Background: an optimization exercise with open tools, aiming at small area. Do not read the settings as production practice. Only simulation tests tie the RTL to the original design; equivalence was not proved. No activity file was given, so power comes from the tool's default toggle rates.

== lane 1 ==
==> flow/design.v (excerpt) <==
module uart_alu_top #(
  parameter int PRESCALE   = 33,
  parameter int DATA_WIDTH = 8
) (
  input  logic clk,
  input  logic rst,
  input  logic rxd,
  output logic txd
);
  logic [5:0] ph;    
  logic [2:0] q;     
  logic       h;     
  logic       p0, p1, p2;   
  logic       pend;  
  logic       hi;    
  assign pend = ph[5] && ph[3] && ph[1] && ph[0];
  assign hi   = ph[5];
  assign h    = q[2];
  assign p0   = (q[0] == q[2]);
  assign p1   = q[1] ^ q[0];
  assign p2   = q[2] ^ q[1];
  always_ff @(posedge clk) begin
    if (rst) begin
      ph <= 6'd0;
      q  <= 3'b000;
    end else begin
      ph <= pend ? 6'd0 : ph + 6'd1;
      if (pend) q <= {q[1:0], ~q[2]};
    end
  end
  logic [43:0] a, b;
  logic        a_in, b_in;
  logic        db;     
  always_ff @(posedge clk) begin
    a  <= {a_in, a[43:1]};
    b  <= {b_in, b[43:1]};
    db <= b[0];
  end
  logic r_bit;
  always_comb begin
    unique case (ph[4:3])
      2'd0: r_bit = b[32];
      2'd1: r_bit = b[24];
      2'd2: r_bit = b[16];
      default: r_bit = b[8];
    endcase
  end
  localparam logic [3:0] RX_STOP = 4'd0, RX_BP = 4'd1, RX_BP2 = 4'd2, RX_IDLE = 4'd3,
                         RX_WAITH = 4'd4, RX_START = 4'd7;
  logic [3:0] rx_st;
  logic       rx_ph;      
  logic       rx_pass;    
  logic       rx_shift;   
  assign rx_pass = p0 && (h == rx_ph);
  assign rx_shift = rx_pass && rx_st[3];
  always_ff @(posedge clk) begin
    if (rst) begin
      rx_st <= RX_IDLE;
    end else if (rx_st == RX_IDLE) begin
      if (!rxd) begin
        rx_st <= RX_START;
        rx_ph <= ~h;
      end
    end else if (rx_st == RX_WAITH) begin
      if (rxd) rx_st <= RX_IDLE;
    end else if (rx_st == RX_BP || rx_st == RX_BP2) begin
      if (pend) rx_st <= rx_st + 4'd1;
    end else if (rx_pass && pend) begin
      rx_st <= (rx_st == RX_STOP && !rxd) ? RX_WAITH : rx_st + 4'd1;
    end
  end
  localparam logic [1:0] P_HDR = 2'd0, P_PAY = 2'd1, P_RES = 2'd2;
  logic [1:0] pst;
  logic       bp;           
  logic       bp2;          
  assign bp  = (rx_st == RX_BP);
  ...
Size in the first run: roughly 300 cells after synthesis, roughly 4 I/O pins, about 3400 um^2 of cells after synthesis.
clock: 10.0 ns
lec_check: 0
cap_margin: 20
core_margin: 2
core_utilization: 70
slew_margin: 20
standard.sh (not shown) runs the stock make flow with config.mk's settings and CLKGATE_MAP_FILE= SYNTH_SCRIPT=/design/flow/synth_recipe.tcl, a recipe that flattens the netlist after the stock synthesis.
==> flow/flow/run.sh <==
#!/bin/bash
set -uo pipefail
WD=$(pwd)
RES=$WD/orfs/results/${FLOW_PLATFORM}/uart_alu_top/base
LIB=$FLOW_HOME/platforms/${FLOW_PLATFORM}/lib/sky130_fd_sc_hd__tt_025C_1v80.lib
YOSYS=$(command -v yosys || echo "$FLOW_HOME/../tools/install/yosys/bin/yosys")

# 1. standard synthesis only
bash standard.sh "$RES/1_2_yosys.v" > standard_synth.log 2>&1 || exit 1
cp "$RES/1_2_yosys.v" synth_standard.v

# 2. area re-map of the combinational logic, twelve seeds, four at a time
nregs() { grep -cE '^ *sky130_fd_sc_hd__(e|s|se)?df' "$1"; }
for round in "1 2 3 4" "5 6 7 8" "9 10 11 12"; do
  for s in $round; do
    sed -e "s#@SEED@#$s#g" flow/area.abc > area_$s.abc
    sed -e "s#@LIB@#$LIB#g" -e "s#@IN@#$WD/synth_standard.v#g" -e "s#@OUT@#$WD/synth_remap_$s.v#g" \
        -e "s#@ABC@#$WD/area_$s.abc#g" -e "s#@TOP@#$FLOW_TOP#g" flow/remap.ys > remap_$s.ys
    "$YOSYS" -l remap_$s.log -s remap_$s.ys > /dev/null 2>&1 &
  done
  wait
done
best=""; best_area=""
for s in 1 2 3 4 5 6 7 8 9 10 11 12; do
  area=$(grep -oP "Chip area for module .*: \K[0-9.]+" remap_$s.log | tail -1)
  [[ -s synth_remap_$s.v && -n "$area" ]] || continue
  [[ $(nregs synth_remap_$s.v) -eq $(nregs synth_standard.v) ]] || continue
  if [[ -z "$best" ]] || awk "BEGIN{exit !($area < $best_area)}"; then best=$s; best_area=$area; fi
done
echo "seed ${best:-none} area ${best_area:-none}" > remap_choice.txt
if [[ -n "$best" ]]; then
  cp synth_remap_$best.v "$RES/1_2_yosys.v"
  touch "$RES/1_2_yosys.v"
fi

# 3. the rest of the standard flow, with a lighter clock tree and small port buffers
export BUFFER_PORTS_ARGS="-inputs -outputs -buffer_cell sky130_fd_sc_hd__buf_1"
export CTS_ARGS="-sink_clustering_enable -repair_clock_nets -buf_list sky130_fd_sc_hd__clkbuf_4 -dont_use_dummy_load"
bash standard.sh > standard.log 2>&1
==> flow/flow/area.abc <==
strash
&get -n
&st
&deepsyn -T 30 -S @SEED@
&nf -a -R 3000
&put
==> flow/flow/remap.ys <==
# Re-map the combinational cells of the standard synthesis netlist for area.
# Sequential cells are black boxes, so registers pass through untouched.
read_liberty -ignore_miss_func @LIB@
blackbox =*__df* =*__edf* =*__sdf* =*__sedf* =*__dl* =*__sdl* =*lpflow*
read_verilog @IN@
hierarchy -top @TOP@
flatten
opt_clean -purge
abc -liberty @LIB@ -script @ABC@ -dont_use sky130_fd_sc_hd__probe_p_8 -dont_use sky130_fd_sc_hd__probec_p_8 -dont_use *lpflow*
opt_clean -purge
hierarchy -top @TOP@
delete =sky130_fd_sc_hd__*
rename -hide w:*.*
opt_clean -purge
stat -liberty @LIB@
write_verilog -noattr -nohex -nodec @OUT@
Both conditions hold for lane 1: the flow ran to the end and the final layout passed the timing, design-rule and antenna checks.
What lane 2 does differently from lane 1 at the input level:
--- a/flow/design.v
+++ b/flow/design.v
@@ -65,17 +65,17 @@
     endcase
   end
   localparam logic [3:0] RX_STOP = 4'd0, RX_BP = 4'd1, RX_BP2 = 4'd2, RX_IDLE = 4'd3,
                          RX_WAITH = 4'd4, RX_START = 4'd7;
   logic [3:0] rx_st;
   logic       rx_ph;      
   logic       rx_pass;    
-  logic       rx_shift;   
+  logic       rx_samp;    
   assign rx_pass = p0 && (h == rx_ph);
-  assign rx_shift = rx_pass && rx_st[3];
+  assign rx_samp = rx_pass && rx_st[3] && hi && !ph[3] && (ph[2:0] == rx_st[2:0]);
   always_ff @(posedge clk) begin
     if (rst) begin
       rx_st <= RX_IDLE;
     end else if (rx_st == RX_IDLE) begin
       if (!rxd) begin
         rx_st <= RX_START;
         rx_ph <= ~h;
@@ -150,15 +150,15 @@
       else if (pay_pass && fe)         a_in = r_bit;
       else if (pay_pass && fm && idx == 2'd0) a_in = 1'b0;
       else                             a_in = sum;
     end
   end
   always_comb begin
     if (hi && !ph[3]) begin
-      if (rx_shift)                    b_in = (ph[2:0] == 3'd7) ? rxd : b[1];
+      if (rx_samp)                     b_in = rxd;
       else if (mul)                    b_in = b[1];    
       else                             b_in = b[0];
     end else if (hi) begin
       if (lhi_pass)                    b_in = b[40];
       else if (dec2)                   b_in = diff_b;
       else                             b_in = b[0];
     end else begin
Final wirelength: lane 2 worse than lane 1. met2 track demand over resource in global routing, lane 2 and lane 1, higher one = lane 2. In lane 2 relative to lane 1, total number of multi-input combinational cells had gone down slightly. Diff lane 1..lane 2 | logic gate share of total power | negligible. Lane 2 vs lane 1 — power density relative to cell area rose about 0.4%. Core utilization of the finished layout: lane 2 vs lane 1, no meaningful difference. Lane 2 ends up with a portion of the clock cycle consumed by the worst path in the final layout that is 2.2 points higher than in lane 1. Post-synthesis instance total for lane 2: 4 down relative to lane 1. Between lane 1 and lane 2, the relative contribution of sequential cells to total power does not differ in any meaningful way. Diff lane 2..lane 1 | layout overhead on the synthesized area | negligible. For internal power of the cells, lane 1 and lane 2 come out practically identical. Share of cell area taken by flip-flops and latches essentially unchanged between lane 2 and lane 1. Placement-stage worst setup slack is lower on lane 2.

static timing again, ports no longer ideal:
The flow's constraints put no driver on any port. The routed layouts listed below were extracted and timed again, unchanged, in two steps.
Step 1: set_driving_cell puts a clkbuf_16 on clk and a buf_2 on each other input, an assumption about the parent block.
Step 2 times the ports against the registers' clock, not the clock port: input delays grow and output delays shrink by t, the midpoint of the rising clock arrivals with the driver on.
Three values: ideal ports, drivers, drivers and shift; two values: the first two.
run | t, ns | setup WS [ns] | cell pins on the clock port's net
lane 1 | 0.500 | 7.040 / 7.012 / 6.862 | 1
lane 2 | 0.503 | 6.823 / 6.824 / 6.498 | 1
After both steps setup and hold are still met in every run listed. The setup slack of lane 2, which loses most, moves by +0.001 ns with the drivers and by -0.325 ns with both steps.
